From an optimization exercise on the open Yosys and OpenROAD flow, aimed at small area; shortcuts taken in it are not production practice.
Only simulation tests tie the RTL to the original design; equivalence was not proved.
The clock port is modelled as an ideal driver; clocking choices that lean on that would not hold on a real chip.
Power and IR drop assume default switching activity.

==> design/flow/flow/fa_flip.py <==
#!/usr/bin/env python3
"""Choose full-adder cells to flip to their dual form.

A full adder is self-dual: FA(~a, ~b, ~c) = (~sum, ~carry). Synthesis leaves
inverters on many adder pins; flipping an adder (taking the complement of each
input and producing the complement of each output) can remove them. This
reads a gate-level Verilog netlist and prints, one per line, the adder
instances whose flip lowers the number of inverters needed (greedy search).
"""
import re
import sys
import collections

src = open(sys.argv[1]).read()
insts = re.findall(r'^\s*(sky130_fd_sc_hd__\w+)\s+(\S+)\s*\((.*?)\);', src, re.S | re.M)
OUTP = ('X', 'Y', 'Q', 'SUM', 'COUT', 'Q_N', 'HI', 'LO')
cells = {}
drv = {}
for typ, name, body in insts:
    pins = dict((p, n.strip()) for p, n in re.findall(r'\.(\w+)\(([^()]*)\)', body))
    cells[name] = (typ, pins)
    for p, n in pins.items():
        if p in OUTP:
            drv[n] = (name, p)


def isinv(t):
    return re.match(r'sky130_fd_sc_hd__(clk)?inv_\d+$', t) is not None


def isfa(t):
    return t.startswith('sky130_fd_sc_hd__fa_')


def root(n):
    pol = 0
    seen = 0
    while n in drv and isinv(cells[drv[n][0]][0]) and seen < 10:
        n = cells[drv[n][0]][1]['A']
        pol ^= 1
        seen += 1
    return n, pol


# output ports: any net named in the port list counts as a load needing its polarity
ports = set()
m = re.search(r'module\s+\w+\s*\((.*?)\);', src, re.S)
for line in re.findall(r'^\s*output\s+(?:\[[^\]]*\]\s*)?([^;]+);', src, re.M):
    for p in line.split(','):
        ports.add(p.strip())

loads = []
for name, (t, p) in cells.items():
    if isinv(t):
        continue
    for pin, n in p.items():
        if pin in OUTP:
            continue
        s, pol = root(n)
        loads.append((s, pol, name if isfa(t) else None))
for n in list(drv):
    base = re.sub(r'\s', '', n)
    if base.lstrip('\\') in ports or re.sub(r'\[\d+\]$', '', base.lstrip('\\')) in ports:
        s, pol = root(n)
        loads.append((s, pol, None))

fas = [n for n, (t, p) in cells.items() if isfa(t)]
faout = {}
for f in fas:
    for pin in ('SUM', 'COUT'):
        n = cells[f][1].get(pin)
        if n:
            faout[n] = f
# adders with an unconnected pin are left alone
skip = set()
for f in fas:
    for pin in ('A', 'B', 'CIN', 'SUM', 'COUT'):
        if not cells[f][1].get(pin):
            skip.add(f)

by_sig = collections.defaultdict(list)
for i, (s, pol, f) in enumerate(loads):
    by_sig[s].append(i)
sig_of_fa = collections.defaultdict(set)
for s, pol, f in loads:
    if f:
        sig_of_fa[f].add(s)
for f in fas:
    for pin in ('SUM', 'COUT'):
        n = cells[f][1].get(pin)
        if n:
            sig_of_fa[f].add(n)

flip = {}


def sig_cost(s):
    rs = set()
    for i in by_sig.get(s, []):
        _, pol, f = loads[i]
        rs.add(pol ^ (flip.get(f, 0) if f else 0))
    avail = flip.get(faout[s], 0) if s in faout else 0
    return 1 if (1 - avail) in rs else 0


def total():
    return sum(sig_cost(s) for s in set(by_sig) | set(faout))


before = total()
improved = True
while improved:
    improved = False
    for f in fas:
        if f in skip:
            continue
        sigs = sig_of_fa[f]
        c0 = sum(sig_cost(s) for s in sigs)
        flip[f] = 1 - flip.get(f, 0)
        c1 = sum(sig_cost(s) for s in sigs)
        if c1 < c0:
            improved = True
        else:
            flip[f] = 1 - flip[f]
after = total()
sys.stderr.write("fa_flip: inverters needed %d -> %d, %d adders flipped\n"
                 % (before, after, sum(flip.values())))
for f in fas:
    if flip.get(f):
        print(f.lstrip('\\'))
==> design/flow/flow/fa_flip_only.tcl.bak <==
# Flip full adders to their dual form where that removes inverters
# (FA(~a, ~b, ~c) = (~sum, ~carry)); fa_flip.py chooses the adders.
set ::ff_block [ord::get_db_block]
set ::ff_inv [[ord::get_db] findMaster sky130_fd_sc_hd__inv_1]
set ::ff_n 0

proc ff_is_inv {inst} {
  return [regexp {^sky130_fd_sc_hd__(clk)?inv_[0-9]+$} [[$inst getMaster] getName]]
}
proc ff_driver {net} {
  foreach it [$net getITerms] {
    if {[$it isOutputSignal]} { return [$it getInst] }
  }
  return ""
}
proc ff_new_net {} {
  incr ::ff_n
  return [odb::dbNet_create $::ff_block "fa_flip_net_$::ff_n"]
}
proc ff_new_inv {in_net out_net} {
  incr ::ff_n
  set inst [odb::dbInst_create $::ff_block $::ff_inv "fa_flip_inv_$::ff_n"]
  [$inst findITerm A] connect $in_net
  [$inst findITerm Y] connect $out_net
  return $inst
}
# a net that carries the complement of net
proc ff_complement {net} {
  set d [ff_driver $net]
  if {$d ne "" && [ff_is_inv $d]} { return [[$d findITerm A] getNet] }
  foreach it [$net getITerms] {
    if {[$it isInputSignal] && [ff_is_inv [$it getInst]]} {
      set y [[[$it getInst] findITerm Y] getNet]
      if {$y ne "NULL"} { return $y }
    }
  }
  set out [ff_new_net]
  ff_new_inv $net $out
  return $out
}
proc ff_flip {fa} {
  foreach p {A B CIN} {
    set it [$fa findITerm $p]
    set m [ff_complement [$it getNet]]
    $it disconnect
    $it connect $m
  }
  foreach p {SUM COUT} {
    set it [$fa findITerm $p]
    set y [$it getNet]
    if {$y eq "NULL"} { continue }
    set y2 [ff_new_net]
    $it disconnect
    $it connect $y2
    # inverters on y now see y2 directly
    foreach lit [$y getITerms] {
      set inst [$lit getInst]
      if {![$lit isInputSignal] || ![ff_is_inv $inst]} { continue }
      set z [[$inst findITerm Y] getNet]
      if {$z eq "NULL" || [llength [$z getBTerms]] > 0} { continue }
      foreach zit [$z getITerms] {
        if {[$zit getInst] ne $inst} {
          $zit disconnect
          $zit connect $y2
        }
      }
      odb::dbInst_destroy $inst
      odb::dbNet_destroy $z
    }
    if {[llength [$y getITerms]] > 0 || [llength [$y getBTerms]] > 0} {
      ff_new_inv $y2 $y
    } else {
      odb::dbNet_destroy $y
    }
  }
}
# remove inverters whose output drives nothing, and inverter pairs
proc ff_cleanup {} {
  set changed 1
  while {$changed} {
    set changed 0
    foreach inst [$::ff_block getInsts] {
      if {![ff_is_inv $inst]} { continue }
      set y [[$inst findITerm Y] getNet]
      set a [[$inst findITerm A] getNet]
      if {$y eq "NULL"} { continue }
      if {[llength [$y getITerms]] == 1 && [llength [$y getBTerms]] == 0} {
        odb::dbInst_destroy $inst
        odb::dbNet_destroy $y
        set changed 1
        continue
      }
      set d [ff_driver $a]
      if {$d ne "" && [ff_is_inv $d] && [llength [$y getBTerms]] == 0} {
        set src [[$d findITerm A] getNet]
        foreach it [$y getITerms] {
          if {[$it getInst] ne $inst} {
            $it disconnect
            $it connect $src
          }
        }
        odb::dbInst_destroy $inst
        odb::dbNet_destroy $y
        set changed 1
      }
    }
  }
}

set ff_count_before 0
foreach inst [$::ff_block getInsts] { if {[ff_is_inv $inst]} { incr ff_count_before } }
set ff_netlist $::env(FA_FLIP_WORK)/fa_flip_netlist.v
write_verilog $ff_netlist
set ff_list [exec python3 $::env(FA_FLIP_DIR)/fa_flip.py $ff_netlist 2> $::env(FA_FLIP_WORK)/fa_flip_py.log]
foreach name $ff_list {
  set fa [$::ff_block findInst $name]
  if {$fa eq "NULL"} { puts "fa_flip: no instance $name"; continue }
  ff_flip $fa
}
ff_cleanup
set ff_count_after 0
foreach inst [$::ff_block getInsts] { if {[ff_is_inv $inst]} { incr ff_count_after } }
puts "fa_flip: flipped [llength $ff_list] adders, inverters $ff_count_before -> $ff_count_after"
==> design/flow/standard.sh <==
#!/bin/bash
# synth_recipe.tcl (not shown) runs the flow's synth.tcl, then flattens the netlist and writes it again
# the make line also repeats each setting of config.mk as NAME=value (left out here)
make -C /OpenROAD-flow-scripts/flow DESIGN_CONFIG=/design/flow/config.mk WORK_HOME=/design/flow/orfs CLKGATE_MAP_FILE= SYNTH_SCRIPT=/design/flow/synth_recipe.tcl "${@:-finish}"
==> design/flow/flow/clk_fix.tcl <==
# Upsize clock leaf buffers that drive many flip-flops (or see a slow edge)
# so that every flip-flop clock pin keeps a sharp edge.
estimate_parasitics -placement
set changed 0
foreach inst [get_cells -filter "ref_name == sky130_fd_sc_hd__clkbuf_8"] {
  set out [get_pins -of_objects $inst -filter "direction == output"]
  set net [get_nets -of_objects $out]
  set n [llength [get_pins -of_objects $net -filter "direction == input"]]
  set slew [get_property $out slew_max_rise]
  puts "clk_fix: [get_full_name $inst] fanout $n slew $slew"
  if {$n > 14 || $slew > 0.09} {
    replace_cell $inst sky130_fd_sc_hd__clkbuf_16
    incr changed
  }
}
puts "clk_fix: upsized $changed clock buffers"
if {$changed} {
  detailed_placement
  check_placement -verbose
  estimate_parasitics -placement
}
==> design/flow/design.v <==
package pd_pkg;
  typedef enum logic [1:0] {
    IDLE,
    RUN,
    HOLD
  } pd_state_t;
  localparam int PD_PIPE_LATENCY = 4;
  localparam int OVR_W = 16;
endpackage
module pd_pipeline (
  input  logic [25:0] r_q,
  input  logic [18:0] e_q,
  input  logic [2:0]  da0, da1, db0, db1,    
  input  logic [27:0] s_q,
  input  logic [1:0]  cf_q,
  input  logic        cut_q,
  output logic [3:0]  res,
  output logic [27:0] s_n,
  output logic [1:0]  cf_n,
  output logic [25:0] isum,
  output logic        cut_d,
  output logic [27:0] s_init
);
  assign s_init = 28'h1580000;
  logic [27:0] ix;
  logic [20:0] ex;
  assign ix = {{2{r_q[25]}}, r_q};
  assign ex = {{2{e_q[18]}}, e_q};
  logic [26:0] a0_p;
  logic a0_neg;
  assign a0_neg = da0[2];
  assign a0_p = (({27{da0[0]}} & ix[26:0]) | ({27{da0[1]}} & {ix[25:0], 1'b0})) ^ {27{da0[2]}};
  logic [26:0] a1_p;
  logic a1_neg;
  assign a1_neg = da1[2];
  assign a1_p = (({27{da1[0]}} & ix[26:0]) | ({27{da1[1]}} & {ix[25:0], 1'b0})) ^ {27{da1[2]}};
  logic [19:0] b0_p;
  logic b0_neg;
  assign b0_neg = db0[2];
  assign b0_p = (({20{db0[0]}} & ex[19:0]) | ({20{db0[1]}} & {ex[18:0], 1'b0})) ^ {20{db0[2]}};
  logic [19:0] b1_p;
  logic b1_neg;
  assign b1_neg = db1[2];
  assign b1_p = (({20{db1[0]}} & ex[19:0]) | ({20{db1[1]}} & {ex[18:0], 1'b0})) ^ {20{db1[2]}};
  logic s1, c2, s3, c4, s5, c6, s7, c8, s9, c10, s11, c12;
  logic s13, c14, s15, c16, s17, c18, s19, c20, s21, c22, s23, c24;
  logic s25, c26, s27, c28, s29, c30, s31, c32, s33, c34, s35, c36;
  logic s37, c38, s39, c40, s41, c42, s43, c44, s45, c46, s47, c48;
  logic s49, c50, s51, c52, s53, c54, s55, c56, s57, c58, s59, c60;
  logic s61, c62, s63, c64, s65, c66, s67, c68, s69, c70, s71, c72;
  logic s73, c74, s75, c76, s77, c78, s79, c80, s81, c82, s83, c84;
  logic s85, c86, s87, c88, s89, c90, s91, c92, s93, c94, s95, c96;
  logic s97, c98, s99, c100, s101, c102, s103, c104, s105, c106, s107, c108;
  logic s109, c110, s111, c112, s113, c114, s115, c116, s117, c118, s119, c120;
  logic s121, c122, s123, c124, s125, c126, s127, c128, s129, c130, s131, c132;
  logic s133, c134, s135, c136, s137, c138, s139, c140, s141, c142, s143, c144;
  logic s145, c146, s147, c148, s149, c150, s151, c152, s153, c154, s155, c156;
  logic s157, c158, s159, c160, s161, c162, s163, c164, s165, c166, s167, c168;
  logic s169, c170, s171, c172, s173, c174, s175, c176, s177, c178, s179, c180;
  logic s181, c182, s183, c184, s185, c186, s187, c188, s189, c190, s191, c192;
  logic s193, c194, s195, c196, s197, c198, s199, c200, s201, c202, s203, c204;
  logic s205, c206, s207, c208, s209, c210, s211, c212, s213, c214, s215, c216;
  logic s217, c218, s219, c220, s221, c222, s223, c224, s225, c226, s227, c228;
  logic s229, c230, s231, c232, s233, c234, s235, c236, s237, c238, s239, c240;
  logic s241, c242, s243, c244, s245, c246, s247, c248, s249, c250, s251, c252;
  logic s253, c254, s255, c256, s257, c258;
  assign s1 = a0_neg ^ b0_neg ^ s_q[0];
  assign c2 = (a0_neg & b0_neg) | (a0_neg & s_q[0]) | (b0_neg & s_q[0]);
  assign s3 = a0_p[0] ^ b0_p[0] ^ s1;
  assign c4 = (a0_p[0] & b0_p[0]) | (a0_p[0] & s1) | (b0_p[0] & s1);
  assign s5 = a0_p[1] ^ c2 ^ s_q[1];
  assign c6 = (a0_p[1] & c2) | (a0_p[1] & s_q[1]) | (c2 & s_q[1]);
  assign s7 = b0_p[1] ^ c4 ^ s5;
  assign c8 = (b0_p[1] & c4) | (b0_p[1] & s5) | (c4 & s5);
  assign s9 = a1_neg ^ b1_neg ^ s_q[2];
  assign c10 = (a1_neg & b1_neg) | (a1_neg & s_q[2]) | (b1_neg & s_q[2]);
  assign s11 = a0_p[2] ^ a1_p[0] ^ b0_p[2];
  assign c12 = (a0_p[2] & a1_p[0]) | (a0_p[2] & b0_p[2]) | (a1_p[0] & b0_p[2]);
  assign s13 = b1_p[0] ^ c6 ^ s9;
  assign c14 = (b1_p[0] & c6) | (b1_p[0] & s9) | (c6 & s9);
  assign s15 = c8 ^ s11 ^ s13;
  assign c16 = (c8 & s11) | (c8 & s13) | (s11 & s13);
  assign s17 = a0_p[3] ^ c10 ^ s_q[3];
  assign c18 = (a0_p[3] & c10) | (a0_p[3] & s_q[3]) | (c10 & s_q[3]);
  assign s19 = a1_p[1] ^ b0_p[3] ^ b1_p[1];
  assign c20 = (a1_p[1] & b0_p[3]) | (a1_p[1] & b1_p[1]) | (b0_p[3] & b1_p[1]);
  assign s21 = c12 ^ s17 ^ s19;
  assign c22 = (c12 & s17) | (c12 & s19) | (s17 & s19);
  assign s23 = c14 ^ c16 ^ s21;
  assign c24 = (c14 & c16) | (c14 & s21) | (c16 & s21);
  assign s25 = a0_p[4] ^ a1_p[2] ^ s_q[4];
  assign c26 = (a0_p[4] & a1_p[2]) | (a0_p[4] & s_q[4]) | (a1_p[2] & s_q[4]);
  assign s27 = b0_p[4] ^ b1_p[2] ^ c18;
  assign c28 = (b0_p[4] & b1_p[2]) | (b0_p[4] & c18) | (b1_p[2] & c18);
  assign s29 = c20 ^ c22 ^ s25;
  assign c30 = (c20 & c22) | (c20 & s25) | (c22 & s25);
  assign s31 = c24 ^ s27 ^ s29;
  assign c32 = (c24 & s27) | (c24 & s29) | (s27 & s29);
  assign s33 = a0_p[5] ^ a1_p[3] ^ s_q[5];
  assign c34 = (a0_p[5] & a1_p[3]) | (a0_p[5] & s_q[5]) | (a1_p[3] & s_q[5]);
  assign s35 = b0_p[5] ^ b1_p[3] ^ c26;
  assign c36 = (b0_p[5] & b1_p[3]) | (b0_p[5] & c26) | (b1_p[3] & c26);
  assign s37 = c28 ^ s33 ^ s35;
  assign c38 = (c28 & s33) | (c28 & s35) | (s33 & s35);
  assign s39 = c30 ^ c32 ^ s37;
  assign c40 = (c30 & c32) | (c30 & s37) | (c32 & s37);
  assign s41 = a0_p[6] ^ a1_p[4] ^ s_q[6];
  assign c42 = (a0_p[6] & a1_p[4]) | (a0_p[6] & s_q[6]) | (a1_p[4] & s_q[6]);
  assign s43 = b0_p[6] ^ b1_p[4] ^ c34;
  assign c44 = (b0_p[6] & b1_p[4]) | (b0_p[6] & c34) | (b1_p[4] & c34);
  assign s45 = c36 ^ s41 ^ s43;
  assign c46 = (c36 & s41) | (c36 & s43) | (s41 & s43);
  assign s47 = c38 ^ c40 ^ s45;
  assign c48 = (c38 & c40) | (c38 & s45) | (c40 & s45);
  assign s49 = a0_p[7] ^ a1_p[5] ^ s_q[7];
  assign c50 = (a0_p[7] & a1_p[5]) | (a0_p[7] & s_q[7]) | (a1_p[5] & s_q[7]);
  assign s51 = b0_p[7] ^ b1_p[5] ^ c42;
  assign c52 = (b0_p[7] & b1_p[5]) | (b0_p[7] & c42) | (b1_p[5] & c42);
  assign s53 = c44 ^ s49 ^ s51;
  assign c54 = (c44 & s49) | (c44 & s51) | (s49 & s51);
  assign s55 = c46 ^ c48 ^ s53;
  assign c56 = (c46 & c48) | (c46 & s53) | (c48 & s53);
  assign s57 = a0_p[8] ^ a1_p[6] ^ s_q[8];
  assign c58 = (a0_p[8] & a1_p[6]) | (a0_p[8] & s_q[8]) | (a1_p[6] & s_q[8]);
  assign s59 = b0_p[8] ^ b1_p[6] ^ c50;
  assign c60 = (b0_p[8] & b1_p[6]) | (b0_p[8] & c50) | (b1_p[6] & c50);
  assign s61 = c52 ^ s57 ^ s59;
  assign c62 = (c52 & s57) | (c52 & s59) | (s57 & s59);
  assign s63 = c54 ^ c56 ^ s61;
  assign c64 = (c54 & c56) | (c54 & s61) | (c56 & s61);
  assign s65 = a0_p[9] ^ a1_p[7] ^ s_q[9];
  assign c66 = (a0_p[9] & a1_p[7]) | (a0_p[9] & s_q[9]) | (a1_p[7] & s_q[9]);
  assign s67 = b0_p[9] ^ b1_p[7] ^ c58;
  assign c68 = (b0_p[9] & b1_p[7]) | (b0_p[9] & c58) | (b1_p[7] & c58);
  assign s69 = c60 ^ s65 ^ s67;
  assign c70 = (c60 & s65) | (c60 & s67) | (s65 & s67);
  assign s71 = c62 ^ c64 ^ s69;
  assign c72 = (c62 & c64) | (c62 & s69) | (c64 & s69);
  assign s73 = a0_p[10] ^ a1_p[8] ^ s_q[10];
  assign c74 = (a0_p[10] & a1_p[8]) | (a0_p[10] & s_q[10]) | (a1_p[8] & s_q[10]);
  assign s75 = b0_p[10] ^ b1_p[8] ^ c66;
  assign c76 = (b0_p[10] & b1_p[8]) | (b0_p[10] & c66) | (b1_p[8] & c66);
  assign s77 = c68 ^ s73 ^ s75;
  assign c78 = (c68 & s73) | (c68 & s75) | (s73 & s75);
  assign s79 = c70 ^ c72 ^ s77;
  assign c80 = (c70 & c72) | (c70 & s77) | (c72 & s77);
  assign s81 = a0_p[11] ^ a1_p[9] ^ s_q[11];
  assign c82 = (a0_p[11] & a1_p[9]) | (a0_p[11] & s_q[11]) | (a1_p[9] & s_q[11]);
  assign s83 = b0_p[11] ^ b1_p[9] ^ c74;
  assign c84 = (b0_p[11] & b1_p[9]) | (b0_p[11] & c74) | (b1_p[9] & c74);
  assign s85 = c76 ^ s81 ^ s83;
  assign c86 = (c76 & s81) | (c76 & s83) | (s81 & s83);
  assign s87 = c78 ^ c80 ^ s85;
  assign c88 = (c78 & c80) | (c78 & s85) | (c80 & s85);
  assign s89 = a0_p[12] ^ cf_q[0] ^ s_q[12];
  assign c90 = (a0_p[12] & cf_q[0]) | (a0_p[12] & s_q[12]) | (cf_q[0] & s_q[12]);
  assign s91 = a1_p[10] ^ b0_p[12] ^ b1_p[10];
  assign c92 = (a1_p[10] & b0_p[12]) | (a1_p[10] & b1_p[10]) | (b0_p[12] & b1_p[10]);
  assign s93 = c82 ^ s89 ^ s91;
  assign c94 = (c82 & s89) | (c82 & s91) | (s89 & s91);
  assign s95 = c84 ^ c86 ^ s93;
  assign c96 = (c84 & c86) | (c84 & s93) | (c86 & s93);
  assign s97 = c88 ^ s95;
  assign c98 = c88 & s95;
  assign s99 = a0_p[13] ^ a1_p[11] ^ s_q[13];
  assign c100 = (a0_p[13] & a1_p[11]) | (a0_p[13] & s_q[13]) | (a1_p[11] & s_q[13]);
  assign s101 = b0_p[13] ^ b1_p[11] ^ c90;
  assign c102 = (b0_p[13] & b1_p[11]) | (b0_p[13] & c90) | (b1_p[11] & c90);
  assign s103 = c92 ^ c94 ^ s99;
  assign c104 = (c92 & c94) | (c92 & s99) | (c94 & s99);
  assign s105 = c96 ^ s101 ^ s103;
  assign c106 = (c96 & s101) | (c96 & s103) | (s101 & s103);
  assign s107 = c98 ^ s105;
  assign c108 = c98 & s105;
  assign s109 = a0_p[14] ^ a1_p[12] ^ s_q[14];
  assign c110 = (a0_p[14] & a1_p[12]) | (a0_p[14] & s_q[14]) | (a1_p[12] & s_q[14]);
  assign s111 = b0_p[14] ^ b1_p[12] ^ c100;
  assign c112 = (b0_p[14] & b1_p[12]) | (b0_p[14] & c100) | (b1_p[12] & c100);
  assign s113 = c102 ^ s109 ^ s111;
  assign c114 = (c102 & s109) | (c102 & s111) | (s109 & s111);
  assign s115 = c104 ^ c106 ^ s113;
  assign c116 = (c104 & c106) | (c104 & s113) | (c106 & s113);
  assign s117 = c108 ^ s115;
  assign c118 = c108 & s115;
  assign s119 = a0_p[15] ^ a1_p[13] ^ s_q[15];
  assign c120 = (a0_p[15] & a1_p[13]) | (a0_p[15] & s_q[15]) | (a1_p[13] & s_q[15]);
  assign s121 = b0_p[15] ^ b1_p[13] ^ c110;
  assign c122 = (b0_p[15] & b1_p[13]) | (b0_p[15] & c110) | (b1_p[13] & c110);
  assign s123 = c112 ^ s119 ^ s121;
  assign c124 = (c112 & s119) | (c112 & s121) | (s119 & s121);
  assign s125 = c114 ^ c116 ^ s123;
  assign c126 = (c114 & c116) | (c114 & s123) | (c116 & s123);
  assign s127 = c118 ^ s125;
  assign c128 = c118 & s125;
  assign s129 = a0_p[16] ^ a1_p[14] ^ s_q[16];
  assign c130 = (a0_p[16] & a1_p[14]) | (a0_p[16] & s_q[16]) | (a1_p[14] & s_q[16]);
  assign s131 = b0_p[16] ^ b1_p[14] ^ c120;
  assign c132 = (b0_p[16] & b1_p[14]) | (b0_p[16] & c120) | (b1_p[14] & c120);
  assign s133 = c122 ^ s129 ^ s131;
  assign c134 = (c122 & s129) | (c122 & s131) | (s129 & s131);
  assign s135 = c124 ^ c126 ^ s133;
  assign c136 = (c124 & c126) | (c124 & s133) | (c126 & s133);
  assign s137 = a0_p[17] ^ a1_p[15] ^ s_q[17];
  assign c138 = (a0_p[17] & a1_p[15]) | (a0_p[17] & s_q[17]) | (a1_p[15] & s_q[17]);
  assign s139 = b0_p[17] ^ b1_p[15] ^ c130;
  assign c140 = (b0_p[17] & b1_p[15]) | (b0_p[17] & c130) | (b1_p[15] & c130);
  assign s141 = c132 ^ s137 ^ s139;
  assign c142 = (c132 & s137) | (c132 & s139) | (s137 & s139);
  assign s143 = c134 ^ c136 ^ s141;
  assign c144 = (c134 & c136) | (c134 & s141) | (c136 & s141);
  assign s145 = a0_p[18] ^ a1_p[16] ^ s_q[18];
  assign c146 = (a0_p[18] & a1_p[16]) | (a0_p[18] & s_q[18]) | (a1_p[16] & s_q[18]);
  assign s147 = b0_p[18] ^ b1_p[16] ^ c138;
  assign c148 = (b0_p[18] & b1_p[16]) | (b0_p[18] & c138) | (b1_p[16] & c138);
  assign s149 = c140 ^ s145 ^ s147;
  assign c150 = (c140 & s145) | (c140 & s147) | (s145 & s147);
  assign s151 = c142 ^ c144 ^ s149;
  assign c152 = (c142 & c144) | (c142 & s149) | (c144 & s149);
  assign s153 = a0_p[19] ^ a1_p[17] ^ s_q[19];
  assign c154 = (a0_p[19] & a1_p[17]) | (a0_p[19] & s_q[19]) | (a1_p[17] & s_q[19]);
  assign s155 = b1_p[17] ^ c146 ^ ~b0_p[19];
  assign c156 = (b1_p[17] & c146) | (b1_p[17] & ~b0_p[19]) | (c146 & ~b0_p[19]);
  assign s157 = c148 ^ s153 ^ s155;
  assign c158 = (c148 & s153) | (c148 & s155) | (s153 & s155);
  assign s159 = c150 ^ c152 ^ s157;
  assign c160 = (c150 & c152) | (c150 & s157) | (c152 & s157);
  assign s161 = a0_p[20] ^ cf_q[1] ^ s_q[20];
  assign c162 = (a0_p[20] & cf_q[1]) | (a0_p[20] & s_q[20]) | (cf_q[1] & s_q[20]);
  assign s163 = a1_p[18] ^ b1_p[18] ^ c154;
  assign c164 = (a1_p[18] & b1_p[18]) | (a1_p[18] & c154) | (b1_p[18] & c154);
  assign s165 = c156 ^ s161 ^ s163;
  assign c166 = (c156 & s161) | (c156 & s163) | (s161 & s163);
  assign s167 = c158 ^ c160 ^ s165;
  assign c168 = (c158 & c160) | (c158 & s165) | (c160 & s165);
  assign s169 = a0_p[21] ^ a1_p[19] ^ s_q[21];
  assign c170 = (a0_p[21] & a1_p[19]) | (a0_p[21] & s_q[21]) | (a1_p[19] & s_q[21]);
  assign s171 = c162 ^ s169 ^ ~b1_p[19];
  assign c172 = (c162 & s169) | (c162 & ~b1_p[19]) | (s169 & ~b1_p[19]);
  assign s173 = c164 ^ c166 ^ s171;
  assign c174 = (c164 & c166) | (c164 & s171) | (c166 & s171);
  assign s175 = c168 ^ s173;
  assign c176 = c168 & s173;
  assign s177 = a0_p[22] ^ a1_p[20] ^ s_q[22];
  assign c178 = (a0_p[22] & a1_p[20]) | (a0_p[22] & s_q[22]) | (a1_p[20] & s_q[22]);
  assign s179 = c170 ^ c172 ^ s177;
  assign c180 = (c170 & c172) | (c170 & s177) | (c172 & s177);
  assign s181 = c174 ^ c176 ^ s179;
  assign c182 = (c174 & c176) | (c174 & s179) | (c176 & s179);
  assign s183 = a0_p[23] ^ a1_p[21] ^ s_q[23];
  assign c184 = (a0_p[23] & a1_p[21]) | (a0_p[23] & s_q[23]) | (a1_p[21] & s_q[23]);
  assign s185 = c178 ^ c180 ^ s183;
  assign c186 = (c178 & c180) | (c178 & s183) | (c180 & s183);
  assign s187 = c182 ^ s185;
  assign c188 = c182 & s185;
  assign s189 = a0_p[24] ^ a1_p[22] ^ s_q[24];
  assign c190 = (a0_p[24] & a1_p[22]) | (a0_p[24] & s_q[24]) | (a1_p[22] & s_q[24]);
  assign s191 = c184 ^ c186 ^ s189;
  assign c192 = (c184 & c186) | (c184 & s189) | (c186 & s189);
  assign s193 = a0_p[25] ^ a1_p[23] ^ s_q[25];
  assign c194 = (a0_p[25] & a1_p[23]) | (a0_p[25] & s_q[25]) | (a1_p[23] & s_q[25]);
  assign s195 = c190 ^ c192 ^ s193;
  assign c196 = (c190 & c192) | (c190 & s193) | (c192 & s193);
  assign s197 = a1_p[24] ^ s_q[26] ^ ~a0_p[26];
  assign c198 = (a1_p[24] & s_q[26]) | (a1_p[24] & ~a0_p[26]) | (s_q[26] & ~a0_p[26]);
  assign s199 = c194 ^ c196 ^ s197;
  assign c200 = (c194 & c196) | (c194 & s197) | (c196 & s197);
  assign s201 = a1_p[25] ^ c198 ^ s_q[27];
  assign c202 = (a1_p[25] & c198) | (a1_p[25] & s_q[27]) | (c198 & s_q[27]);
  assign s203 = c200 ^ s201;
  assign c204 = c200 & s201;
  assign s205 = c202 ^ c204 ^ ~a1_p[26];
  assign c206 = (c202 & c204) | (c202 & ~a1_p[26]) | (c204 & ~a1_p[26]);
  assign res[0] = s3;
  assign res[1] = s7;
  assign res[2] = s15;
  assign res[3] = s23;
  assign s_n[0] = s31;
  assign s_n[1] = s39;
  assign s_n[2] = s47;
  assign s_n[3] = s55;
  assign s_n[4] = s63;
  assign s_n[5] = s71;
  assign s_n[6] = s79;
  assign s_n[7] = s87;
  assign s_n[8] = s97;
  assign s_n[9] = s107;
  assign s_n[10] = s117;
  assign s_n[11] = s127;
  assign s_n[12] = s135;
  assign s_n[13] = s143;
  assign s_n[14] = s151;
  assign s_n[15] = s159;
  assign s_n[16] = s167;
  assign s_n[17] = s175;
  assign s_n[18] = s181;
  assign s_n[19] = s187;
  assign s_n[20] = s191;
  assign s_n[21] = s195;
  assign s_n[22] = s199;
  assign s_n[23] = s203;
  assign s_n[24] = s205;
  assign s_n[25] = c206;
  assign s_n[26] = 1'b0;
  assign s_n[27] = 1'b0;
  assign cf_n[0] = c128;
  assign cf_n[1] = c188;
  assign s207 = e_q[0] ^ r_q[0];
  assign c208 = e_q[0] & r_q[0];
  assign s209 = c208 ^ e_q[1] ^ r_q[1];
  assign c210 = (c208 & e_q[1]) | (c208 & r_q[1]) | (e_q[1] & r_q[1]);
  assign s211 = c210 ^ e_q[2] ^ r_q[2];
  assign c212 = (c210 & e_q[2]) | (c210 & r_q[2]) | (e_q[2] & r_q[2]);
  assign s213 = c212 ^ e_q[3] ^ r_q[3];
  assign c214 = (c212 & e_q[3]) | (c212 & r_q[3]) | (e_q[3] & r_q[3]);
  assign s215 = c214 ^ e_q[4] ^ r_q[4];
  assign c216 = (c214 & e_q[4]) | (c214 & r_q[4]) | (e_q[4] & r_q[4]);
  assign s217 = c216 ^ e_q[5] ^ r_q[5];
  assign c218 = (c216 & e_q[5]) | (c216 & r_q[5]) | (e_q[5] & r_q[5]);
  assign s219 = c218 ^ e_q[6] ^ r_q[6];
  assign c220 = (c218 & e_q[6]) | (c218 & r_q[6]) | (e_q[6] & r_q[6]);
  assign s221 = c220 ^ e_q[7] ^ r_q[7];
  assign c222 = (c220 & e_q[7]) | (c220 & r_q[7]) | (e_q[7] & r_q[7]);
  assign s223 = c222 ^ e_q[8] ^ r_q[8];
  assign c224 = (c222 & e_q[8]) | (c222 & r_q[8]) | (e_q[8] & r_q[8]);
  assign s225 = c224 ^ e_q[9] ^ r_q[9];
  assign c226 = (c224 & e_q[9]) | (c224 & r_q[9]) | (e_q[9] & r_q[9]);
  assign s227 = c226 ^ e_q[10] ^ r_q[10];
  assign c228 = (c226 & e_q[10]) | (c226 & r_q[10]) | (e_q[10] & r_q[10]);
  assign s229 = c228 ^ e_q[11] ^ r_q[11];
  assign c230 = (c228 & e_q[11]) | (c228 & r_q[11]) | (e_q[11] & r_q[11]);
  assign s231 = c230 ^ e_q[12] ^ r_q[12];
  assign c232 = (c230 & e_q[12]) | (c230 & r_q[12]) | (e_q[12] & r_q[12]);
  assign s233 = cut_q ^ e_q[13] ^ r_q[13];
  assign c234 = (cut_q & e_q[13]) | (cut_q & r_q[13]) | (e_q[13] & r_q[13]);
  assign s235 = c234 ^ e_q[14] ^ r_q[14];
  assign c236 = (c234 & e_q[14]) | (c234 & r_q[14]) | (e_q[14] & r_q[14]);
  assign s237 = c236 ^ e_q[15] ^ r_q[15];
  assign c238 = (c236 & e_q[15]) | (c236 & r_q[15]) | (e_q[15] & r_q[15]);
  assign s239 = c238 ^ e_q[16] ^ r_q[16];
  assign c240 = (c238 & e_q[16]) | (c238 & r_q[16]) | (e_q[16] & r_q[16]);
  assign s241 = c240 ^ e_q[17] ^ r_q[17];
  assign c242 = (c240 & e_q[17]) | (c240 & r_q[17]) | (e_q[17] & r_q[17]);
  assign s243 = c242 ^ e_q[18] ^ r_q[18];
  assign c244 = (c242 & e_q[18]) | (c242 & r_q[18]) | (e_q[18] & r_q[18]);
  assign s245 = c244 ^ e_q[18] ^ r_q[19];
  assign c246 = (c244 & e_q[18]) | (c244 & r_q[19]) | (e_q[18] & r_q[19]);
  assign s247 = c246 ^ e_q[18] ^ r_q[20];
  assign c248 = (c246 & e_q[18]) | (c246 & r_q[20]) | (e_q[18] & r_q[20]);
  assign s249 = c248 ^ e_q[18] ^ r_q[21];
  assign c250 = (c248 & e_q[18]) | (c248 & r_q[21]) | (e_q[18] & r_q[21]);
  assign s251 = c250 ^ e_q[18] ^ r_q[22];
  assign c252 = (c250 & e_q[18]) | (c250 & r_q[22]) | (e_q[18] & r_q[22]);
  assign s253 = c252 ^ e_q[18] ^ r_q[23];
  assign c254 = (c252 & e_q[18]) | (c252 & r_q[23]) | (e_q[18] & r_q[23]);
  assign s255 = c254 ^ e_q[18] ^ r_q[24];
  assign c256 = (c254 & e_q[18]) | (c254 & r_q[24]) | (e_q[18] & r_q[24]);
  assign s257 = c256 ^ e_q[18] ^ r_q[25];
  assign c258 = (c256 & e_q[18]) | (c256 & r_q[25]) | (e_q[18] & r_q[25]);
  assign isum[0] = s207;
  assign isum[1] = s209;
  assign isum[2] = s211;
  assign isum[3] = s213;
  assign isum[4] = s215;
  assign isum[5] = s217;
  assign isum[6] = s219;
  assign isum[7] = s221;
  assign isum[8] = s223;
  assign isum[9] = s225;
  assign isum[10] = s227;
  assign isum[11] = s229;
  assign isum[12] = s231;
  assign isum[13] = s233;
  assign isum[14] = s235;
  assign isum[15] = s237;
  assign isum[16] = s239;
  assign isum[17] = s241;
  assign isum[18] = s243;
  assign isum[19] = s245;
  assign isum[20] = s247;
  assign isum[21] = s249;
  assign isum[22] = s251;
  assign isum[23] = s253;
  assign isum[24] = s255;
  assign isum[25] = s257;
  assign cut_d = c232;
endmodule
module pd_controller #(
  parameter int INPUT_WIDTH    = 18,
  parameter int OUTPUT_WIDTH   = 32,
  parameter int INTEGRAL_LIMIT = 2**24
) (
  input  logic                    clk,
  input  logic                    rst_n,
  input  logic                    enable,
  input  logic                    clear_integral,
  input  logic [INPUT_WIDTH-1:0]  kp_in,
  input  logic [INPUT_WIDTH-1:0]  ki_in,
  input  logic [INPUT_WIDTH-1:0]  setpoint_in,
  input  logic                    sample_valid,
  input  logic [INPUT_WIDTH-1:0]  sample,
  output logic                    sample_ready,
  output logic                    out_valid,
  input  logic                    out_ready,
  output logic [OUTPUT_WIDTH-1:0] out_data,
  output logic [OUTPUT_WIDTH-1:0] integral_out,
  output logic                    integral_sat,
  output logic                    busy,
  output logic [pd_pkg::OVR_W-1:0] overrun_count
);
  logic [2:0] st;
  logic       idle, hold, running, cyc3, cyc4, en_ok, capture;
  assign idle    = (st == 3'd0);
  assign hold    = (st == 3'd6);
  assign running = !idle && !hold;
  assign cyc3    = (st == 3'd4);
  assign cyc4    = (st == 3'd5);
  assign en_ok   = rst_n && enable;
  assign capture = en_ok && cyc4;
  assign sample_ready = idle && enable;
  assign busy         = !idle;
  assign out_valid    = hold;
  always_ff @(posedge clk) begin
    if (!en_ok)                st <= 3'd0;
    else if (idle)             st <= sample_valid ? 3'd1 : 3'd0;
    else if (hold)             st <= out_ready ? 3'd0 : 3'd6;
    else                       st <= st + 3'd1;
  end
  logic [25:0] rn_q, r_q;    
  logic        zf;
  assign r_q = ~rn_q;
  assign integral_out = zf ? '0 : {{6{r_q[25]}}, r_q};
  logic [17:0] ki_q;      
  logic [17:0] kp_q;      
  logic        kc_q;      
  logic        ip_q, kq_q;   
  logic [18:0] en_q, e_q;   
  assign e_q = ~en_q;
  logic [27:0] s_q;
  logic [1:0]  cf_q;
  logic        cut_q;
  logic [3:0]  res;
  logic [27:0] s_n;
  logic [1:0]  cf_n;
  logic [25:0] isum;
  logic        cut_d;
  logic [27:0] s_init;
  logic [4:0] kib, kb;
  logic [2:0] da0, da1, db0, db1;
  function automatic logic [2:0] benc(input logic [2:0] b);
    benc[0] = b[1] ^ b[0];
    benc[1] = (b[2] & ~b[1] & ~b[0]) | (~b[2] & b[1] & b[0]);
    benc[2] = b[2];
  endfunction
  assign kib = {cyc4 ? {2{ki_q[1]}} : ki_q[3:2], ki_q[1:0], ip_q};
  assign kb  = {kp_q[3:0], kq_q};
  assign da0 = benc(kib[2:0]);
  assign da1 = benc(kib[4:2]);
  assign db0 = benc(kb[2:0]);
  assign db1 = benc(kb[4:2]);
  logic [3:0] ki_nx;
  logic [4:0] kn;    
  logic [3:0] kn_s;
  assign ki_nx = {cyc3 ? {2{ki_q[5]}} : ki_q[7:6], ki_q[5:4]};
  assign kn[0] = kc_q;
  for (genvar i = 0; i < 4; i++) begin : g_kn
    assign kn_s[i]  = ki_nx[i] ^ kp_q[4+i] ^ kn[i];
    assign kn[i+1]  = (ki_nx[i] & kp_q[4+i]) | (ki_nx[i] & kn[i]) | (kp_q[4+i] & kn[i]);
  end
  logic [4:0]  k0;
  logic [18:0] e_in;
  logic [3:0]  k0_s;
  logic [18:0] ex_a, ex_b;
  logic [19:0] e_c;
  assign k0[0] = 1'b0;
  for (genvar i = 0; i < 4; i++) begin : g_k0
    assign k0_s[i] = ki_in[i] ^ kp_in[i] ^ k0[i];
    assign k0[i+1] = (ki_in[i] & kp_in[i]) | (ki_in[i] & k0[i]) | (kp_in[i] & k0[i]);
  end
  assign ex_a   = {sample[17], sample};
  assign ex_b   = ~{setpoint_in[17], setpoint_in};
  assign e_c[0] = 1'b1;
  for (genvar i = 0; i < 19; i++) begin : g_e
    assign e_in[i]   = ex_a[i] ^ ex_b[i] ^ e_c[i];
    assign e_c[i+1]  = (ex_a[i] & ex_b[i]) | (ex_a[i] & e_c[i]) | (ex_b[i] & e_c[i]);
  end
  pd_pipeline u_pipe (
    .r_q   (r_q),
    .e_q   (e_q),
    .da0   (da0),
    .da1   (da1),
    .db0   (db0),
    .db1   (db1),
    .s_q   (s_q),
    .cf_q  (cf_q),
    .cut_q (cut_q),
    .res   (res),
    .s_n   (s_n),
    .cf_n  (cf_n),
    .isum  (isum),
    .cut_d (cut_d),
    .s_init(s_init)
  );
  always_ff @(posedge clk) begin
    if (idle) begin
      ki_q <= ki_in;
      kp_q <= {kp_in[17:4], k0_s};
      kc_q <= k0[4];
      ip_q <= 1'b0;
      kq_q <= 1'b0;
      en_q <= ~e_in;
      s_q  <= s_init;
      cf_q <= '0;
    end else begin
      ki_q <= {res, ki_q[17:4]};
      kp_q <= {{4{kp_q[17]}}, kp_q[17:8], kn_s};
      kc_q <= kn[4];
      ip_q <= ki_q[3];
      kq_q <= kp_q[3];
      s_q  <= s_n;
      cf_q <= cf_n;
    end
    cut_q <= cut_d;
  end
  logic sat, pos_ovf, neg_ovf;
  logic [25:0] clamped;
  assign pos_ovf = !isum[25] && isum[24] && (|isum[23:0]);
  assign neg_ovf = isum[25] && !isum[24];
  assign sat     = pos_ovf || neg_ovf;
  assign clamped = {isum[25], isum[24] | sat, isum[23:0] & {24{!sat}}};
  always_ff @(posedge clk) begin
    if (capture)               rn_q <= ~clamped;
    else if (zf && !running)   rn_q <= '1;
  end
  always_ff @(posedge clk) begin
    if (!en_ok || clear_integral) zf <= 1'b1;
    else if (cyc4)                zf <= 1'b0;
  end
  always_ff @(posedge clk) begin
    if (!en_ok)     integral_sat <= 1'b0;
    else if (cyc4)  integral_sat <= sat;
  end
  always_ff @(posedge clk) begin
    if (!rst_n)        out_data <= '0;
    else if (capture)  out_data <= {s_n[11:0], res, ki_q[17:2]};
  end
  logic [16:0] ov_c;
  logic [15:0] ov_s;
  assign ov_c[0] = enable && sample_valid && !idle && !(&overrun_count);
  for (genvar i = 0; i < 16; i++) begin : g_ov
    assign ov_s[i]   = overrun_count[i] ^ ov_c[i];
    assign ov_c[i+1] = overrun_count[i] & ov_c[i];
  end
  always_ff @(posedge clk) begin
    if (!rst_n) overrun_count <= '0;
    else        overrun_count <= ov_s;
  end
endmodule
==> design/flow/flow/remap.tcl <==
# Re-map the combinational logic of the standard synthesis for area.
# The registers, full/half adders and tie cells of the standard synthesis
# are kept as they are (same cells, same names); everything else is handed
# to ABC with an area-only mapping script and mapped back to the library.
yosys -import
set lib $::env(REMAP_LIB)
set top $::env(REMAP_TOP)
read_liberty -ignore_miss_func $lib
read_verilog $::env(REMAP_IN)
hierarchy -top $top
set keep {}
foreach m [split [exec grep -o {sky130_fd_sc_hd__[a-z0-9_]*} $::env(REMAP_IN) | sort -u] "\n"] {
  if {[regexp {__(dfxtp|edfxtp|dfrtp|dfstp|dfxbp|dfrbp|dfbbp|dfsbp|edfxbp|sdf|dlx|dlrtp|fa_|ha_|conb_)} $m]} {
    lappend keep $m
  }
}
puts "remap: keeping [join $keep { }]"
foreach m $keep { setattr -mod -set keep_hierarchy 1 $m }
flatten
# the port wires of flattened cells are aliases; hide them so they go away
yosys rename -hide w:*.*
opt_clean -purge
abc -liberty $lib -dont_use sky130_fd_sc_hd__probe_p_8 -dont_use sky130_fd_sc_hd__probec_p_8 \
    -dont_use sky130_fd_sc_hd__lpflow_* -script "+strash; dch -f; amap; topo"
opt_clean -purge
hilomap -singleton -hicell sky130_fd_sc_hd__conb_1 HI -locell sky130_fd_sc_hd__conb_1 LO
splitnets
opt_clean -purge
insbuf -buf sky130_fd_sc_hd__buf_4 A X
yosys rename -enumerate
select $top
check
write_verilog -noattr -nohex -nodec -selected $::env(REMAP_OUT)
==> design/flow/constraint.sdc <==
create_clock -name core_clock -period 10.0 [get_ports {clk}]
set_input_delay 2.0000 -clock core_clock [delete_from_list [all_inputs] [get_ports {clk}]]
set_output_delay 2.0000 -clock core_clock [all_outputs]
set_load 0.01 [all_outputs]
==> design/flow/flow/fa_flip.tcl <==
# Flip full adders to their dual form where that removes inverters
# (FA(~a, ~b, ~c) = (~sum, ~carry)); fa_flip.py chooses the adders.
set ::ff_block [ord::get_db_block]
set ::ff_inv [[ord::get_db] findMaster sky130_fd_sc_hd__inv_1]
set ::ff_n 0

proc ff_is_inv {inst} {
  return [regexp {^sky130_fd_sc_hd__(clk)?inv_[0-9]+$} [[$inst getMaster] getName]]
}
proc ff_driver {net} {
  foreach it [$net getITerms] {
    if {[$it isOutputSignal]} { return [$it getInst] }
  }
  return ""
}
proc ff_new_net {} {
  incr ::ff_n
  return [odb::dbNet_create $::ff_block "fa_flip_net_$::ff_n"]
}
proc ff_new_inv {in_net out_net} {
  incr ::ff_n
  set inst [odb::dbInst_create $::ff_block $::ff_inv "fa_flip_inv_$::ff_n"]
  [$inst findITerm A] connect $in_net
  [$inst findITerm Y] connect $out_net
  return $inst
}
# a net that carries the complement of net
proc ff_complement {net} {
  set d [ff_driver $net]
  if {$d ne "" && [ff_is_inv $d]} { return [[$d findITerm A] getNet] }
  foreach it [$net getITerms] {
    if {[$it isInputSignal] && [ff_is_inv [$it getInst]]} {
      set y [[[$it getInst] findITerm Y] getNet]
      if {$y ne "NULL"} { return $y }
    }
  }
  set out [ff_new_net]
  ff_new_inv $net $out
  return $out
}
proc ff_flip {fa} {
  foreach p {A B CIN} {
    set it [$fa findITerm $p]
    set m [ff_complement [$it getNet]]
    $it disconnect
    $it connect $m
  }
  foreach p {SUM COUT} {
    set it [$fa findITerm $p]
    set y [$it getNet]
    if {$y eq "NULL"} { continue }
    set y2 [ff_new_net]
    $it disconnect
    $it connect $y2
    # inverters on y now see y2 directly
    foreach lit [$y getITerms] {
      set inst [$lit getInst]
      if {![$lit isInputSignal] || ![ff_is_inv $inst]} { continue }
      set z [[$inst findITerm Y] getNet]
      if {$z eq "NULL" || [llength [$z getBTerms]] > 0} { continue }
      foreach zit [$z getITerms] {
        if {[$zit getInst] ne $inst} {
          $zit disconnect
          $zit connect $y2
        }
      }
      odb::dbInst_destroy $inst
      odb::dbNet_destroy $z
    }
    if {[llength [$y getITerms]] > 0 || [llength [$y getBTerms]] > 0} {
      ff_new_inv $y2 $y
    } else {
      odb::dbNet_destroy $y
    }
  }
}
# remove inverters whose output drives nothing, and inverter pairs
proc ff_cleanup {} {
  set changed 1
  while {$changed} {
    set changed 0
    foreach inst [$::ff_block getInsts] {
      if {![ff_is_inv $inst]} { continue }
      set y [[$inst findITerm Y] getNet]
      set a [[$inst findITerm A] getNet]
      if {$y eq "NULL"} { continue }
      if {[llength [$y getITerms]] == 1 && [llength [$y getBTerms]] == 0} {
        odb::dbInst_destroy $inst
        odb::dbNet_destroy $y
        set changed 1
        continue
      }
      set d [ff_driver $a]
      if {$d ne "" && [ff_is_inv $d] && [llength [$y getBTerms]] == 0} {
        set src [[$d findITerm A] getNet]
        foreach it [$y getITerms] {
          if {[$it getInst] ne $inst} {
            $it disconnect
            $it connect $src
          }
        }
        odb::dbInst_destroy $inst
        odb::dbNet_destroy $y
        set changed 1
      }
    }
  }
}

# An inverter fed by a gate that drives nothing else: use the gate's
# complement cell instead (nand2 -> and2, a21oi -> a21o, ...) where smaller.
set ::ff_pairs {
  nand2_1 and2_1  nor2_1 or2_1  nand3_1 and3_1  nor3_1 or3_1  nand4_1 and4_1
  nor4_1 or4_1  xor2_1 xnor2_1  a21oi_1 a21o_1  o21ai_0 o21a_1  o21ai_1 o21a_1
  a22oi_1 a22o_1  o22ai_1 o22a_1  mux2i_1 mux2_1  a211oi_1 a211o_1
  o211ai_1 o211a_1  a31oi_1 a31o_1  o31ai_1 o31a_1  a221oi_1 a221o_1
  o221ai_1 o221a_1  a32oi_1 a32o_1  a2bb2oi_1 a2bb2o_1  o2bb2ai_1 o2bb2a_1
}
array set ::ff_comp {}
foreach {x y} $::ff_pairs {
  set ::ff_comp(sky130_fd_sc_hd__$x) sky130_fd_sc_hd__$y
  if {![info exists ::ff_comp(sky130_fd_sc_hd__$y)]} { set ::ff_comp(sky130_fd_sc_hd__$y) sky130_fd_sc_hd__$x }
}
proc ff_area {m} { return [expr {[$m getWidth] * [$m getHeight]}] }
proc ff_absorb {} {
  set n 0
  foreach inv [$::ff_block getInsts] {
    if {![ff_is_inv $inv]} { continue }
    set a [[$inv findITerm A] getNet]
    set y [[$inv findITerm Y] getNet]
    if {$a eq "NULL" || $y eq "NULL"} { continue }
    if {[llength [$a getITerms]] != 2 || [llength [$a getBTerms]] != 0} { continue }
    set g [ff_driver $a]
    if {$g eq "" || $g eq $inv} { continue }
    set gm [[$g getMaster] getName]
    if {![info exists ::ff_comp($gm)]} { continue }
    set cm [[ord::get_db] findMaster $::ff_comp($gm)]
    if {$cm eq "NULL"} { continue }
    if {[ff_area $cm] >= [ff_area [$g getMaster]] + [ff_area [$inv getMaster]]} { continue }
    set ok 1
    set conns {}
    foreach it [$g getITerms] {
      if {[$it isOutputSignal]} { continue }
      set mt [$it getMTerm]
      if {[$mt getSigType] ne "SIGNAL"} { continue }
      set nm [$mt getName]
      if {[$cm findMTerm $nm] eq "NULL"} { set ok 0; break }
      lappend conns $nm [$it getNet]
    }
    set outs {}
    foreach mt [$cm getMTerms] {
      if {[$mt getSigType] eq "SIGNAL" && [$mt getIoType] eq "OUTPUT"} { lappend outs [$mt getName] }
    }
    if {!$ok || [llength $outs] != 1} { continue }
    incr ::ff_n
    set new [odb::dbInst_create $::ff_block $cm "fa_flip_g_$::ff_n"]
    foreach {nm net} $conns {
      if {$net ne "NULL"} { [$new findITerm $nm] connect $net }
    }
    odb::dbInst_destroy $inv
    odb::dbInst_destroy $g
    odb::dbNet_destroy $a
    [$new findITerm [lindex $outs 0]] connect $y
    incr n
  }
  return $n
}

set ff_count_before 0
foreach inst [$::ff_block getInsts] { if {[ff_is_inv $inst]} { incr ff_count_before } }
set ff_netlist $::env(FA_FLIP_WORK)/fa_flip_netlist.v
write_verilog $ff_netlist
set ff_list [exec python3 $::env(FA_FLIP_DIR)/fa_flip.py $ff_netlist 2> $::env(FA_FLIP_WORK)/fa_flip_py.log]
foreach name $ff_list {
  set fa [$::ff_block findInst $name]
  if {$fa eq "NULL"} { puts "fa_flip: no instance $name"; continue }
  ff_flip $fa
}
ff_cleanup
set ff_absorbed [ff_absorb]
ff_cleanup
set ff_count_after 0
foreach inst [$::ff_block getInsts] { if {[ff_is_inv $inst]} { incr ff_count_after } }
puts "fa_flip: flipped [llength $ff_list] adders, absorbed $ff_absorbed inverters into gates, inverters $ff_count_before -> $ff_count_after"
==> design/flow/flow/run.sh <==
#!/bin/bash
# Standard synthesis, then an area-only re-mapping of its combinational logic
# (remap.tcl; registers, adders and their names are kept), then the standard
# layout with four changes: after floorplan, full adders are flipped to their
# dual form where that removes inverters (fa_flip.tcl, fa_flip.py); the port
# buffers use the smallest buffer cell; the clock tree has a clkbuf_16 root,
# clkbuf_8 leaves and no dummy loads; after CTS, leaves that drive many
# flip-flops become clkbuf_16 (clk_fix.tcl).
set -e
RES=$PWD/orfs/results/$FLOW_PLATFORM/pd_controller/base
bash standard.sh synth > standard_synth.log 2>&1
cp $RES/1_2_yosys.v $PWD/synth_standard.v
REMAP_LIB=$FLOW_HOME/platforms/$FLOW_PLATFORM/lib/sky130_fd_sc_hd__tt_025C_1v80.lib \
REMAP_TOP=$FLOW_TOP REMAP_IN=$PWD/synth_standard.v REMAP_OUT=$PWD/synth_remap.v \
  yosys -c $PWD/flow/remap.tcl > remap.log 2>&1
cp $PWD/synth_remap.v $RES/1_2_yosys.v
rm -f $RES/1_synth.odb $RES/1_synth.sdc
export FA_FLIP_DIR="$PWD/flow"
export FA_FLIP_WORK="$PWD"
export POST_FLOORPLAN_TCL="$PWD/flow/fa_flip.tcl"
export BUFFER_PORTS_ARGS="-buffer_cell sky130_fd_sc_hd__buf_1"
export CTS_ARGS="-sink_clustering_enable -repair_clock_nets -dont_use_dummy_load -root_buf sky130_fd_sc_hd__clkbuf_16 -buf_list {sky130_fd_sc_hd__clkbuf_8}"
export POST_CTS_TCL="$PWD/flow/clk_fix.tcl"
bash standard.sh > standard.log 2>&1
==> design/flow/config.mk <==
export PLATFORM = sky130hd
export DESIGN_NAME = pd_controller
export DESIGN_NICKNAME = pd_controller
export VERILOG_FILES = /design/flow/design.v
export SDC_FILE = /design/flow/constraint.sdc
export NUM_CORES = 4
export LEC_CHECK = 0
export ABC_AREA = 1
export CAP_MARGIN = 20
export CORE_MARGIN = 2
export CORE_UTILIZATION = 40
export CTS_BUF_LIST = sky130_fd_sc_hd__clkbuf_8 sky130_fd_sc_hd__clkbuf_16
export PLACE_DENSITY = 0.6
export SLEW_MARGIN = 20
==> flow_results.org, run 1 <==
** Timing
- Total negative setup slack :: 0 ns
- Final clock skew :: 0.0283 ns
- In this run the tightest slew margin relative to its limit is 36.0%.
- Number of pins exceeding their max-slew limit in the final report :: 0
- Final worst path period share :: 89.8%
- For this run, the top clock speed supported by timing is 111 MHz.
- Final min period :: 8.98 ns
- Count of final setup violators :: 0
- For the pin with the worst max-slew slack, the measured transition is 0.958 ns.
- Final hold violations :: 0
- Least setup slack across all paths after layout :: 1.02 ns
- Setup repair after global routing left no endpoint under its margin.

** Global route
- The via count of the first global-routing pass was 8083.
- Total Routing Usage GR :: 19.7%
- Maximum number of pins on one net before global-route repair :: 46
- Total congestion overflow after global routing :: 0
- The initial antenna violation count is 0.
- The first global-routing pass estimated 42.5 mm of wire.

** Yosys
- The cell count after synthesis came out at 1042.
- Net count after synthesis :: 1294
- Average size of a mapped cell :: 10.1 sq um
- The cell area that synthesis handed to floorplanning was 10500 sq um.
- Warnings, synthesis :: 1

** Finish
- Most common cell after layout, fill and taps aside :: buf_1
- Commonest cells after routing, fill and taps aside :: buf_1, fa_1, dfxtp_1
- The post-route netlist has 3.88% of its cells at a drive strength greater than 1.
- The filler cells instantiated in the layout total 2567.
- P&R area growth vs syn :: 12.2%
- Count of antenna diodes in the layout :: 0
- Final Instance Area :: 11800 sq um
- Total number of nets in the final design :: 1441
- Count of placed standard cells in the final layout, fillers left out :: 1522

** Route
- Routed wire length :: 26.6 mm
- Count of nets left with antenna violations after detail routing :: 0
- DRC violations left :: 0
- Using the TritonRoute via totals, the vias-per-cell ratio works out to 5.22.
- The first detailed-routing pass took 5 iterations.
- After the first detailed-routing iteration, the DRC count stood at 535.
- Total number of vias :: 7948
- Dividing the detail-routed wire length by the instance count gives 17.5 um.

** Power and ir drop
- Static power due to leakage :: 4.11 nW
- Part of the power in combinational logic :: 56.6%
- VDD sags by at most 136 uV.
- Internal power comes to 0.00167 W.
- Of the total power, the share spent switching nets is 40.6%.
- Of the total power, the clock network draws 14.6%.
- Power per standard cell area :: 237 nW/um^2
- For this design the total switching power over the nets is 0.00114 W.
- Registers are responsible for 28.7% of the overall power.

** Critical path
- Data required, critical path :: 10.12 ns
- STA classifies the critical path endpoint as a flip-flop.
- The worst register-to-register path ends at s_q[19].
- Worst Path Max Fanout :: 1
- By startpoint and endpoint, the worst setup path is classified as in2reg.
- Data arrives at the worst endpoint at 9.11 ns.
- Number of cells on the worst reg-to-reg path :: 24
- Across all register-to-register paths, the minimum setup slack is 1.73 ns.
- In this run the critical register-to-register path is launched from ki_q[1].
- The worst setup path is launched from a primary input.

** Clocking
- Clock latency at the later pin of the worst-skew pair :: 0.39 ns
- Clock tree synthesis found a total of 166 sinks.
- TritonCTS built the clock tree.
- Clock edge transition at the registers on the reported setup and hold paths :: 0.08 ns

** Job
- Max-cap violations in this run came to 0.

** Place
- Input/output buffers :: 161
- Last weighted congestion value of the routability-driven placer :: 0.837
- Detailed placement ended at an HPWL of 20.1 mm.
- Before CTS, the worst setup slack after placement is 0.561 ns.
- Cell Count Post-Placement :: 1504
- In this run the cell area measured after placement is 11500 sq um.

** Hold path
- The path with the worst hold slack has its endpoint at kp_q[8].
- The startpoint identified for the worst hold timing path is kp_q[12].
- Classification of the worst-slack hold path :: reg2reg
- Counting instances, the worst hold path has a depth of 1.

** Floorplanning
- The core region is 26000 sq um.
- Count of pins on the block boundary :: 162
- The initialized floorplan defines 59 standard-cell rows.
- Width of the die :: 166 um
- The floorplan step defined a die boundary enclosing 27700 sq um.
- For this configuration, the core starts out at a cell density of 40.6%.
- Die outline height :: 166 um

** Outcome
- Outcome :: complete, no violations
==> state kept, by name (all words and copies together), names as in the netlist <==
name / flops
rn_q: 26
kq_q: 1
ip_q: 1
s_q: 26
kp_q: 18
zf: 1
integral_sat: 1
st: 3
cf_q: 2
kc_q: 1
out_data: 32
en_q: 19
cut_q: 1
overrun_count: 16
ki_q: 18
==> worst max-delay path by stage <==
stage	to	from	cells past startpoint	slack (ns)
floorplan	s_q[18]	ki_q[1]	22	1.0
detailed placement	en_q[17]	sample[0]	20	0.56
finish	en_q[17]	sample[0]	20	1.02
global route	en_q[17]	sample[0]	20	0.89
global placement	en_q[17]	sample[0]	20	0.65
==> power groups by stage <==
| stage | clock, W | combinational [W] | sequential (W) |
|---|---|---|---|
| 2_1_floorplan | 0 | 0.00121 | 0.000810 |
| 6_report | 0.000410 | 0.00159 | 0.000806 |
| 3_5_place_dp | 0 | 0.00163 | 0.000822 |
| 5_1_grt | 0.000448 | 0.00186 | 0.000815 |
| 3_3_place_gp | 0 | 0.00158 | 0.000822 |
==> stage by stage <==
stage,hold WS [ns],total power (W),utilization [%]
floorplan,0.433,0.00202,-
finish,0.456,0.00281,45.5
global placement,0.440,0.00241,44.4
detailed placement,0.442,0.00245,44.4
global route,0.476,0.00313,45.5
==> critical path, stage by stage <==
cell	delay, ns
buf_1	0.07
clkinv_1	0.06
ha_1	0.19
fa_1	0.38
fa_1	0.44
fa_1	0.42
fa_1	0.40
fa_1	0.45
fa_1	0.41
fa_1	0.39
fa_1	0.39
fa_1	0.38
fa_1	0.39
fa_1	0.39
fa_1	0.38
fa_1	0.38
fa_1	0.38
fa_1	0.38
fa_1	0.38
fa_1	0.44
==> per-layer routing <==
metal / share of wire (%) / track usage [%] / vias up / wire (um)
met5: 0 / 0 / - / 0
met4: 2.2 / 6.33 / 0 / 588
met3: 4.7 / 3.38 / 35 / 1240
met2: 48 / 32.4 / 211 / 12700
met1: 45 / 26.5 / 3842 / 12000
li1: - / - / 3860 / -
==> area by class of cell, without the clock buffers <==
class | instances | area, sq um | share of cell area, %
Inverter | 115 | 432 | 3.65
Sequential cell | 166 | 3780 | 32.0
Timing Repair Buffer | 184 | 781 | 6.60
Multi-Input combinational cell | 705 | 6140 | 51.9
Tap cell | 335 | 419 | 3.54
==> run 2: changes to the inputs <==
==> design/flow/flow/run.sh (replaced) <==
#!/bin/bash
# Standard layout with four changes: after floorplan, full adders are flipped
# to their dual form where that removes inverters (fa_flip.tcl, fa_flip.py);
# the port buffers use the smallest buffer cell; the clock tree has a
# clkbuf_16 root, clkbuf_8 leaves and no dummy loads; after CTS, leaves that
# drive many flip-flops become clkbuf_16 (clk_fix.tcl).
export FA_FLIP_DIR="$PWD/flow"
export FA_FLIP_WORK="$PWD"
export POST_FLOORPLAN_TCL="$PWD/flow/fa_flip.tcl"
export BUFFER_PORTS_ARGS="-buffer_cell sky130_fd_sc_hd__buf_1"
export CTS_ARGS="-sink_clustering_enable -repair_clock_nets -dont_use_dummy_load -root_buf sky130_fd_sc_hd__clkbuf_16 -buf_list {sky130_fd_sc_hd__clkbuf_8}"
export POST_CTS_TCL="$PWD/flow/clk_fix.tcl"
bash standard.sh > standard.log 2>&1
removed: design/flow/flow/remap.tcl
==> flow_results.org, run 2 <==
** Outcome
- Outcome :: complete, no violations

** Route
- Total number of vias :: 8359 (+5.2%)
- The total routed wirelength was 26.7 mm (+0.60%).
- The DRC violation count after routing is 0 (unchanged).
- Violation count after the first detailed-routing iteration :: 606 (+13%)
- The final antenna-violating net count came to 0 (unchanged).
- The count of TritonRoute iterations in the first routing pass came to 5 (unchanged).
- Vias per Instance :: 4.84 (-7.3%)
- The routed wirelength normalized by instance count is 15.5 um (-11%).

** Timing
- The final hold violation count came to 0 (unchanged).
- Final clock skew :: 0.0240 ns (-0.00421 ns)
- Setup repair after global routing left no endpoint under its margin.
- Tightest slew margin relative to the limit :: 28.2% (-7.8 points)
- Final worst path period share :: 88.8% (-0.99 points)
- Slew at the pin with the worst max-slew slack :: 1.08 ns (+0.117 ns)
- The final number of setup-violating endpoints is 0 (unchanged).
- Total negative setup slack :: 0 ns (unchanged)
- Highest achievable clock rate :: 113 MHz (+1.1%)
- Number of pins exceeding their max-slew limit in the final report :: 0 (unchanged)
- The clock period minus worst slack was 8.88 ns (-0.0994 ns).

** Finish
- The number of nets in the final layout was 1603 (+11%).
- The number of standard cells in the layout, taps in and fillers out is 1727 (+13%).
- Commonest cells after routing, fill and taps aside :: nand2_1, buf_1, inv_1
- The largest registers in the layout are out_data: 32 flops, rn_q: 26 flops, s_q: 26 flops.
- Flip-flop count of the largest register, all copies and words added :: 32 (unchanged)
- The library cell used most frequently in the layout, excluding fill and tap cells, is nand2_1.
- Count of antenna diodes in the layout :: 0 (unchanged)
- Register with the highest flop count :: out_data
- Share of final-layout standard cells stronger than drive strength 1 :: 3.34% (-0.54 points)
- P&R area growth vs syn :: 8.63%

** Yosys
- Portion of the post-synthesis area used by sequential elements :: 33.3%
- Area share of the leading cell type in the synthesized netlist :: 25.2%
- The mean area per synthesized cell came to 8.89 sq um (-12%).
- Seq cells post-synth :: 166
- The net count after synthesis was 1529 (+18%).
- Summed instance area of the synthesized netlist :: 11400 sq um (+7.7%)
- After synthesis, the share of flip-flops with an asynchronous set or reset is 0%.
- Count of cell types in the netlist :: 35
- For this run, the leading register cell type out of synthesis is dfxtp_1.
- After synthesis, the most frequently instantiated cells are nand2_1, inv_1, fa_1.
- Summed over all instances, the cell type with the most area after synthesis is fa_1.
- Count of flip-flops with a built-in enable after synthesis :: 46
- The most common cell in the synthesized netlist is nand2_1.
- The number of cells produced by synthesis came to 1277 (+23%).
- Yosys attributes the largest share of cell area to fa_1, dfxtp_1, edfxtp_1.
- The number of synthesis warnings is 1 (unchanged).

** Power and ir drop
- Static power due to leakage :: 5.50 nW (+34%)
- Maximum vdd drop :: 175 uV (+29%)
- The final total power came to 0.00308 W (+9.8%).
- Power per standard cell area :: 250 nW/um^2 (+5.4%)

** Critical path
- Startpoint-to-endpoint class of the critical path :: in2reg
- Critical path's most frequent cell :: fa_1
- The peak fanout along the critical path came to 1 (unchanged).
- Startpoint kind of the worst setup timing path :: primary input
- Slowest cell on the critical path :: fa_1
- Chain of cells forming the critical path :: buf_1, inv_1, ha_1, fa_1, fa_1, fa_1, fa_1, fa_1, fa_1, fa_1, fa_1, fa_1, fa_1, fa_1, fa_1, fa_1, fa_1, fa_1, fa_1, fa_1
- STA classifies the critical path endpoint as a flip-flop.
- Worst path arrival time :: 9.02 ns (-0.09 ns)
- Data required, critical path :: 10.14 ns (+0.02 ns)
- The delay contributed by the slowest stage of the critical path came to 0.43 ns (-0.02 ns).

** Place
- The number of input and output port buffers inserted was 161 (unchanged).
- The final estimated routing congestion in global placement came to 0.797 (-4.8%).
- Cell Count Post-Placement :: 1710 (+14%)
- The detailed placer's ending HPWL is 19.7 mm (-1.8%).

** Global route
- The initial antenna violation count is 0 (unchanged).
- Number of global-route vias before repair :: 8117 (+0.42%)
- The final global-route overflow total came to 0 (unchanged).
- The wire length of the first global-routing pass is 43.0 mm (+1.2%).
- The largest net degree at the start of global routing was 63 (+37%).
- The global-route total usage across every layer came to 18.8% (-0.85 points).

** Floorplanning
- Core Region :: 27900 sq um (+7.2%)
- The row count came to 61 (+3.4%).
- Width of the die :: 172 um (+3.7%)
- Count of pins on the block boundary :: 162 (unchanged)
- Starting Density :: 40.7% (+0.17 points)
- The floorplan die area came to 29700 sq um (+7.5%).
- Die outline height :: 172 um (+3.7%)

** Clocking
- The clock latency on the worst-skew pair is 0.39 ns (about the same).
- CTS Sinks :: 166 (unchanged)
- TritonCTS built the clock tree.
- The clock-pin slew reported for the worst setup and hold paths after clock tree synthesis is 0.09 ns (about the same).

** Job
- The max-cap violation count was 0 (unchanged).

** Hold path
- The path class of the tightest hold or removal check is reg2reg.
==> run 2: worst max-delay path: cells and delay by family <==
kind | cells | cell delay, ns
adders and majority gates | 18 | 6.91
buffers and inverters | 2 | 0.10
==> run 2: power breakdown <==
group | internal [W] | switching (W) | leakage (nW)
clock | 0.000187 | 0.000228 | 0.143
sequential | 0.000752 | 0.0000617 | 1.39
combinational | 0.000803 | 0.00105 | 3.97
==> run 2: layer usage <==
layer  GRT usage [%]  vias to the layer above  routed length (um)
met5               0                        -                   0
li1                -                     4063                   -
met2            31.3                      235               12700
met4            3.80                        0                 251
met1            25.9                     4043               12300
met3            3.18                       18                1470
==> run 2: final timing paths <==
kind / slack [ns] / cells past startpoint / end / from
setup / recovery: 1.12 / 20 / en_q[17] / sample[0]
hold / removal: 0.42 / 2 / kp_q[11] / kp_q[15]
setup reg to reg: 1.60 / 25 / s_q[19] / ki_q[1]
hold reg to reg: 0.42 / 2 / kp_q[11] / kp_q[15]
==> run 2: cells by family after synthesis <==
family,synth area share (%)
flops,33.3
buf+inv,9.79
compound gates,6.35
xor+xnor,5.09
mux,0.176
fa+ha+maj,28.6
simple gates,16.6
==> run 2: final cells by class, without the clock buffers <==
| cell class | count | area, sq um |
|---|---|---|
| Sequential cell | 166 | 3780 |
| Inverter | 157 | 592 |
| Fill cell | 2793 | 15500 |
| Tap cell | 378 | 473 |
| Multi-Input combinational cell | 839 | 6530 |
| Timing Repair Buffer | 170 | 673 |
==> run 2: per-stage QoR <==
step / instance area (sq um) / hold WS [ns] / setup WS (ns) / utilization (%)
5_1_grt: 12300 / 0.455 / 0.895 / 44.3
6_report: 12300 / 0.422 / 1.12 / 44.3
3_3_place_gp: 12100 / 0.399 / 0.747 / 43.3
3_5_place_dp: 12100 / 0.401 / 0.594 / 43.3
2_1_floorplan: 11400 / 0.396 / 1.04 / -

port drivers added, routing unchanged:
The flow's constraints put no driver on any port. The routed layouts listed below were extracted and timed again, unchanged, in two steps. Step 1 sets driving cells, clkbuf_16 on the clock port and buf_2 on the other inputs (assumed; they add their load-dependent delay and slew). Step 2 adds t to the input delays and takes it off the output delays; t is the mean of the earliest and latest rising clock arrival at the registers after step 1. Input paths then give back, and output paths get back, about the clock's delay inside the block. a / b / c = ideal / step 1 / step 2; a / b = the first two.
run | t (ns) | setup slack, ns | hold WS [ns] | worst data-port slew with drivers (ns) | pins driven straight from the clock port
run 1 | 0.426 | 1.018 / 1.038 / 0.612 | 0.456 / 0.456 / 0.456 | 0.04 | 1
run 2 | 0.423 | 1.118 / 1.140 / 0.717 | 0.422 / 0.422 / 0.422 | 0.06 | 1
After both steps setup and hold are still met in every run listed. For run 1, which loses most, drivers alone change the setup slack by +0.020 ns; drivers and shift together by -0.406 ns.
